What follows belongs to an exercise in optimizing a design on an open flow for small area and a short achievable clock period; a production flow would make more cautious choices.
Where RTL was checked, it was by simulation tests only, not by an equivalence proof against the original.
No activity file was given, so power comes from the tool's default toggle rates.

==> flow/design.v <==
package fpcvt_pkg;
    localparam int FLAG_W        = 3;
    localparam int FLAG_INVALID  = 2;
    localparam int FLAG_OVERFLOW = 1;
    localparam int FLAG_INEXACT  = 0;
    localparam int FP64_BIAS = 1023;
endpackage
`timescale 1ns/10ps
module fp64_to_int64 #(
    parameter int TAG_W = 4
) (
    input  logic                          clk,
    input  logic                          load,
    input  logic [63:0]                   in_data,
    input  logic [TAG_W-1:0]              in_tag,
    output logic [63:0]                   q_word,
    output logic                          q_sign,
    output logic [fpcvt_pkg::FLAG_W-1:0]  q_flags,
    output logic [TAG_W-1:0]              q_tag
);
    logic        s;
    logic [10:0] e;
    logic [51:0] m;
    logic        m_nz;
    logic        is_nan, in_rng, shifted, sat, exact_min, below_one, at_one;
    logic [5:0]  amt;
    logic [64:0] sh [0:6];
    logic [51:0] fmask;
    logic        inexact_n;
    logic [63:0] nxt_word;
    logic [fpcvt_pkg::FLAG_W-1:0] nxt_flags;
    assign s = in_data[63];
    assign e = in_data[62:52];
    assign m = in_data[51:0];
    assign m_nz = |m;
    assign is_nan    = (e == 11'h7ff) && m_nz;
    assign in_rng    = e[10] && (e[9:6] == 4'd0);
    assign shifted   = in_rng && (e[5:1] != 5'h1f);
    assign sat       = e[10] && !shifted && !is_nan;
    assign exact_min = (e == 11'd1086) && s && !m_nz;
    assign below_one = !e[10] && (e[9:0] != 10'h3ff);
    assign at_one    = !e[10] && (e[9:0] == 10'h3ff);
    assign amt   = ~e[5:0];
    assign sh[0] = {1'b1, m, 12'd0};
    for (genvar j = 0; j < 6; j++) begin : g_sh
        localparam int D = 1 << (5 - j);
        assign sh[j+1] = amt[5-j] ? {{D{1'b0}}, sh[j][64:D]} : sh[j];
    end
    always_comb begin
        for (int i = 0; i < 52; i++) begin
            fmask[i] = e[5:0] < 6'(51 - i);
        end
    end
    assign inexact_n = |(m & fmask);
    always_comb begin
        nxt_word = '0;
        if (shifted) nxt_word = sh[6][63:0];
        if (at_one)  nxt_word[0] = 1'b1;
        if (sat)     nxt_word = s ? 64'h8000_0000_0000_0000 : 64'h7fff_ffff_ffff_ffff;
    end
    always_comb begin
        nxt_flags = '0;
        nxt_flags[fpcvt_pkg::FLAG_INVALID]  = is_nan;
        nxt_flags[fpcvt_pkg::FLAG_OVERFLOW] = sat && !exact_min;
        nxt_flags[fpcvt_pkg::FLAG_INEXACT]  = (below_one && ((e != 11'd0) || m_nz))
                                            || (at_one && m_nz)
                                            || (shifted && inexact_n);
    end
    always_ff @(posedge clk) begin
        if (load) begin
            q_word  <= nxt_word;
            q_sign  <= s;
            q_flags <= nxt_flags;
            q_tag   <= in_tag;
        end
    end
endmodule
`timescale 1ns/10ps
module int64_to_fp64 #(
    parameter int TAG_W = 4
) (
    input  logic                 clk,
    input  logic                 load,
    input  logic [63:0]          in_data,
    input  logic [TAG_W-1:0]     in_tag,
    output logic [63:0]          q_word,
    output logic                 q_sticky,
    output logic [TAG_W-1:0]     q_tag
);
    logic        s;
    logic [63:0] x;
    logic [63:0] d;
    logic [5:0]  lzd;
    logic [63:0] xs [0:6];
    logic        low_nz;
    logic        is_zero;
    logic        pow2neg, pow2neg_v;
    logic [10:0] exp_v;
    logic [63:0] nxt_word;
    assign x = in_data;
    assign s = x[63];
    assign d[0] = 1'b1;
    assign d[63:1] = x[63:1] ^ x[62:0];
    lzc64 u_lzc (.v(d), .cnt(lzd));
    assign xs[0] = x;
    for (genvar j = 0; j < 6; j++) begin : g_sh
        localparam int D = 1 << (5 - j);
        assign xs[j+1] = lzd[5-j] ? {xs[j][63-D:0], {D{1'b0}}} : xs[j];
    end
    assign low_nz  = |xs[6][9:0];
    assign is_zero = (x == 64'd0);
    onehot0_63 u_oh (.v(d[63:1]), .ok(pow2neg_v));
    assign pow2neg = s && pow2neg_v;
    assign exp_v   = 11'd1085 - 11'(lzd) + 11'(pow2neg);
    always_comb begin
        nxt_word = {s, exp_v, xs[6][61:10]};
        if (is_zero) nxt_word = '0;
    end
    always_ff @(posedge clk) begin
        if (load) begin
            q_word    <= nxt_word;
            q_sticky  <= low_nz;
            q_tag     <= in_tag;
        end
    end
endmodule
module lzc64 (
    input  logic [63:0] v,
    output logic [5:0]  cnt
);
    logic [31:0] v1;  logic [0:0] c1 [0:31];
    logic [15:0] v2;  logic [1:0] c2 [0:15];
    logic [7:0]  v3;  logic [2:0] c3 [0:7];
    logic [3:0]  v4;  logic [3:0] c4 [0:3];
    logic [1:0]  v5;  logic [4:0] c5 [0:1];
    always_comb begin
        for (int i = 0; i < 32; i++) begin
            v1[i] = v[2*i+1] | v[2*i];
            c1[i] = !v[2*i+1];
        end
        for (int i = 0; i < 16; i++) begin
            v2[i] = v1[2*i+1] | v1[2*i];
            c2[i] = v1[2*i+1] ? {1'b0, c1[2*i+1]} : {1'b1, c1[2*i]};
        end
        for (int i = 0; i < 8; i++) begin
            v3[i] = v2[2*i+1] | v2[2*i];
            c3[i] = v2[2*i+1] ? {1'b0, c2[2*i+1]} : {1'b1, c2[2*i]};
        end
        for (int i = 0; i < 4; i++) begin
            v4[i] = v3[2*i+1] | v3[2*i];
            c4[i] = v3[2*i+1] ? {1'b0, c3[2*i+1]} : {1'b1, c3[2*i]};
        end
        for (int i = 0; i < 2; i++) begin
            v5[i] = v4[2*i+1] | v4[2*i];
            c5[i] = v4[2*i+1] ? {1'b0, c4[2*i+1]} : {1'b1, c4[2*i]};
        end
        cnt = v5[1] ? {1'b0, c5[1]} : {1'b1, c5[0]};
    end
endmodule
module onehot0_63 (
    input  logic [62:0] v,
    output logic        ok
);
    logic [63:0] a0, m0;
    logic [31:0] a1, m1;
    logic [15:0] a2, m2;
    logic [7:0]  a3, m3;
    logic [3:0]  a4, m4;
    logic [1:0]  a5, m5;
    always_comb begin
        a0 = {1'b0, v};
        m0 = '0;
        for (int i = 0; i < 32; i++) begin
            a1[i] = a0[2*i+1] | a0[2*i];
            m1[i] = a0[2*i+1] & a0[2*i];
        end
        for (int i = 0; i < 16; i++) begin
            a2[i] = a1[2*i+1] | a1[2*i];
            m2[i] = m1[2*i+1] | m1[2*i] | (a1[2*i+1] & a1[2*i]);
        end
        for (int i = 0; i < 8; i++) begin
            a3[i] = a2[2*i+1] | a2[2*i];
            m3[i] = m2[2*i+1] | m2[2*i] | (a2[2*i+1] & a2[2*i]);
        end
        for (int i = 0; i < 4; i++) begin
            a4[i] = a3[2*i+1] | a3[2*i];
            m4[i] = m3[2*i+1] | m3[2*i] | (a3[2*i+1] & a3[2*i]);
        end
        for (int i = 0; i < 2; i++) begin
            a5[i] = a4[2*i+1] | a4[2*i];
            m5[i] = m4[2*i+1] | m4[2*i] | (a4[2*i+1] & a4[2*i]);
        end
        ok = !(m5[1] | m5[0] | (a5[1] & a5[0]));
    end
endmodule
`timescale 1ns/10ps
module result_arbiter #(
    parameter int TAG_W = 4
) (
    input  logic                         clk,
    input  logic                         rst,
    input  logic                         f2i_valid,
    output logic                         f2i_ready,
    input  logic                         i2f_valid,
    output logic                         i2f_ready,
    output logic                         load0,
    output logic                         load1,
    input  logic [63:0]                  word0,
    input  logic                         sign0,
    input  logic [fpcvt_pkg::FLAG_W-1:0] flags0,
    input  logic [TAG_W-1:0]             tag0,
    input  logic [63:0]                  word1,
    input  logic                         sticky1,
    input  logic [TAG_W-1:0]             tag1,
    output logic                         res_valid,
    input  logic                         res_ready,
    output logic [63:0]                  res_data,
    output logic [fpcvt_pkg::FLAG_W-1:0] res_flags,
    output logic [TAG_W-1:0]             res_tag,
    output logic                         res_src
);
    logic held0, held1, prio, grant1;
    logic n_held0, n_held1, n_prio;
    logic take0, take1, xfer;
    logic [63:0] below0, below1;
    logic [63:0] r0, r1;
    assign res_valid = held0 | held1;
    assign res_src   = grant1;
    assign take0     = res_ready & !grant1;
    assign take1     = res_ready & grant1;
    assign f2i_ready = !held0 | take0;
    assign i2f_ready = !held1 | take1;
    assign load0     = f2i_valid & f2i_ready;
    assign load1     = i2f_valid & i2f_ready;
    assign xfer      = res_valid & res_ready;
    always_comb begin
        n_held0 = load0 | (held0 & !take0);
        n_held1 = load1 | (held1 & !take1);
        n_prio  = xfer ? !grant1 : prio;
        if (rst) begin
            n_held0 = 1'b0;
            n_held1 = 1'b0;
            n_prio  = 1'b0;
        end
    end
    always_ff @(posedge clk) begin
        held0  <= n_held0;
        held1  <= n_held1;
        prio   <= n_prio;
        grant1 <= n_held1 & (!n_held0 | n_prio);
    end
    function automatic [63:0] below_of;
        input [63:0] v;
        input        st;
        logic [63:0] p;
        p = {v[62:0], st};
        for (int l = 0; l < 6; l++) begin
            for (int i = 0; i < 64; i++) begin
                if ((i >> l) & 1)
                    p[i] = p[i] | p[((i >> l) << l) - 1];
            end
        end
        below_of = p;
    endfunction
    assign below0 = below_of(word0, 1'b0);
    assign below1 = below_of({12'd0, word1[51:0]}, sticky1);
    assign r0 = word0 ^ ({64{sign0}} & below0);
    assign r1 = {word1[63:52], word1[51:0] ^ ({52{word1[63]}} & below1[51:0])};
    assign res_data  = grant1 ? r1 : r0;
    assign res_flags = grant1 ? {2'b00, sticky1} : flags0;
    assign res_tag   = grant1 ? tag1 : tag0;
endmodule
`timescale 1ns/10ps
module fpcvt_top #(
    parameter int TAG_W = 4
) (
    input  logic                         clk,
    input  logic                         rst,
    input  logic                         f2i_valid,
    output logic                         f2i_ready,
    input  logic [63:0]                  f2i_data,
    input  logic [TAG_W-1:0]             f2i_tag,
    input  logic                         i2f_valid,
    output logic                         i2f_ready,
    input  logic [63:0]                  i2f_data,
    input  logic [TAG_W-1:0]             i2f_tag,
    output logic                         res_valid,
    input  logic                         res_ready,
    output logic [63:0]                  res_data,
    output logic [fpcvt_pkg::FLAG_W-1:0] res_flags,
    output logic [TAG_W-1:0]             res_tag,
    output logic                         res_src
);
    logic                         load0, load1;
    logic [63:0]                  word0, word1;
    logic                         sign0, sticky1;
    logic [fpcvt_pkg::FLAG_W-1:0] flags0;
    logic [TAG_W-1:0]             tag0, tag1;
    fp64_to_int64 #(.TAG_W(TAG_W)) u_f2i (
        .clk     (clk),
        .load    (load0),
        .in_data (f2i_data),
        .in_tag  (f2i_tag),
        .q_word  (word0),
        .q_sign  (sign0),
        .q_flags (flags0),
        .q_tag   (tag0)
    );
    int64_to_fp64 #(.TAG_W(TAG_W)) u_i2f (
        .clk       (clk),
        .load      (load1),
        .in_data   (i2f_data),
        .in_tag    (i2f_tag),
        .q_word    (word1),
        .q_sticky  (sticky1),
        .q_tag     (tag1)
    );
    result_arbiter #(.TAG_W(TAG_W)) u_arb (
        .clk       (clk),
        .rst       (rst),
        .f2i_valid (f2i_valid),
        .f2i_ready (f2i_ready),
        .i2f_valid (i2f_valid),
        .i2f_ready (i2f_ready),
        .load0     (load0),
        .load1     (load1),
        .word0     (word0),
        .sign0     (sign0),
        .flags0    (flags0),
        .tag0      (tag0),
        .word1     (word1),
        .sticky1   (sticky1),
        .tag1      (tag1),
        .res_valid (res_valid),
        .res_ready (res_ready),
        .res_data  (res_data),
        .res_flags (res_flags),
        .res_tag   (res_tag),
        .res_src   (res_src)
    );
endmodule
Settings: LEC_CHECK=0, ABC_AREA=1, CAP_MARGIN=20, CORE_MARGIN=2, CORE_UTILIZATION=40, SETUP_SLACK_MARGIN=3.0, SLEW_MARGIN=20; clock period 7.0 ns.
standard.sh (not shown) runs the stock make flow with config.mk's settings and CLKGATE_MAP_FILE= SYNTH_SCRIPT=/design/flow/synth_recipe.tcl, a recipe that flattens the netlist after the stock synthesis.
==> flow/flow/run.sh <==
#!/bin/bash
# The standard layout, with the port buffers made as buf_4 cells instead of
# the buffer_ports default (a slow delay cell on this platform), and setup
# repair limited to sizing, pin swaps and cloning (no buffer chains).
set -euo pipefail
export BUFFER_PORTS_ARGS="-buffer_cell sky130_fd_sc_hd__buf_4"
export SETUP_MOVE_SEQUENCE="unbuffer,sizeup,swap,clone"
bash standard.sh > flow_standard.log 2>&1
The baseline ran to the end with no violations.
Then changed:
--- a/flow/design.v
+++ b/flow/design.v
@@ -221,10 +221,12 @@
 );
     logic held0, held1, prio, grant1;
     logic n_held0, n_held1, n_prio;
     logic take0, take1, xfer;
-    logic [63:0] below0, below1;
-    logic [63:0] r0, r1;
+    logic [63:0] w;
+    logic        neg;
+    logic [63:0] below;    
+    logic [63:0] flip;
     assign res_valid = held0 | held1;
     assign res_src   = grant1;
     assign take0     = res_ready & !grant1;
     assign take1     = res_ready & grant1;
@@ -248,26 +250,26 @@
         held1  <= n_held1;
         prio   <= n_prio;
         grant1 <= n_held1 & (!n_held0 | n_prio);
     end
-    function automatic [63:0] below_of;
-        input [63:0] v;
-        input        st;
+    assign w   = grant1 ? word1 : word0;
+    assign neg = grant1 ? word1[63] : sign0;
+    always_comb begin
         logic [63:0] p;
-        p = {v[62:0], st};
+        p = {w[62:0], grant1 & sticky1};
         for (int l = 0; l < 6; l++) begin
             for (int i = 0; i < 64; i++) begin
                 if ((i >> l) & 1)
                     p[i] = p[i] | p[((i >> l) << l) - 1];
             end
         end
-        below_of = p;
-    endfunction
-    assign below0 = below_of(word0, 1'b0);
-    assign below1 = below_of({12'd0, word1[51:0]}, sticky1);
-    assign r0 = word0 ^ ({64{sign0}} & below0);
-    assign r1 = {word1[63:52], word1[51:0] ^ ({52{word1[63]}} & below1[51:0])};
-    assign res_data  = grant1 ? r1 : r0;
+        below = p;
+    end
+    always_comb begin
+        flip = {64{neg}} & below;
+        flip[63:52] = flip[63:52] & {12{!grant1}};
+    end
+    assign res_data  = w ^ flip;
     assign res_flags = grant1 ? {2'b00, sticky1} : flags0;
     assign res_tag   = grant1 ? tag1 : tag0;
 endmodule
 `timescale 1ns/10ps
Result: Synthesized cell count goes down by roughly a tenth; sequential power stays flat; non-clock buffer count goes up by 7; via count goes down by a few percent; die area goes down by a few percent; area after synthesis goes down by a few percent; clock power goes up by roughly a tenth; routed wire length goes up slightly; critical path depth goes down by 3; design area goes down by a little under a tenth; setup slack is worse by 0.36 ns.
Function not checked in the second run of this note: the RTL went through the layout flow alone.

-- separate check: timing with driven ports --
No port has a modelled driver above. Below, the same layouts with a new extraction and two added sets of constraints.
Step 1, drivers: a clkbuf_16 drives clk and a buf_2 each remaining input, both assumed.
Step 2 adds t to the input delays and takes it off the output delays; t is the mean of the earliest and latest rising clock arrival at the registers after step 1. Input paths then give back, and output paths get back, about the clock's delay inside the block.
Slacks: ideal ports / drivers / drivers and shift; pairs: ideal ports / drivers.
| run | t (ns) | setup slack, ns | clock arrival spread, ns | pins driven straight from the clock port |
|---|---|---|---|---|
| the first run | 0.508 | 2.202 / 2.147 / 1.781 | 0.013 / 0.013 | 1 |
| the second run | 0.525 | 1.843 / 1.787 / 1.801 | 0.011 / 0.012 | 1 |
After both steps every run listed still meets setup and hold. For the first run, which loses most, drivers alone change the setup slack by -0.055 ns; drivers and shift together by -0.421 ns.
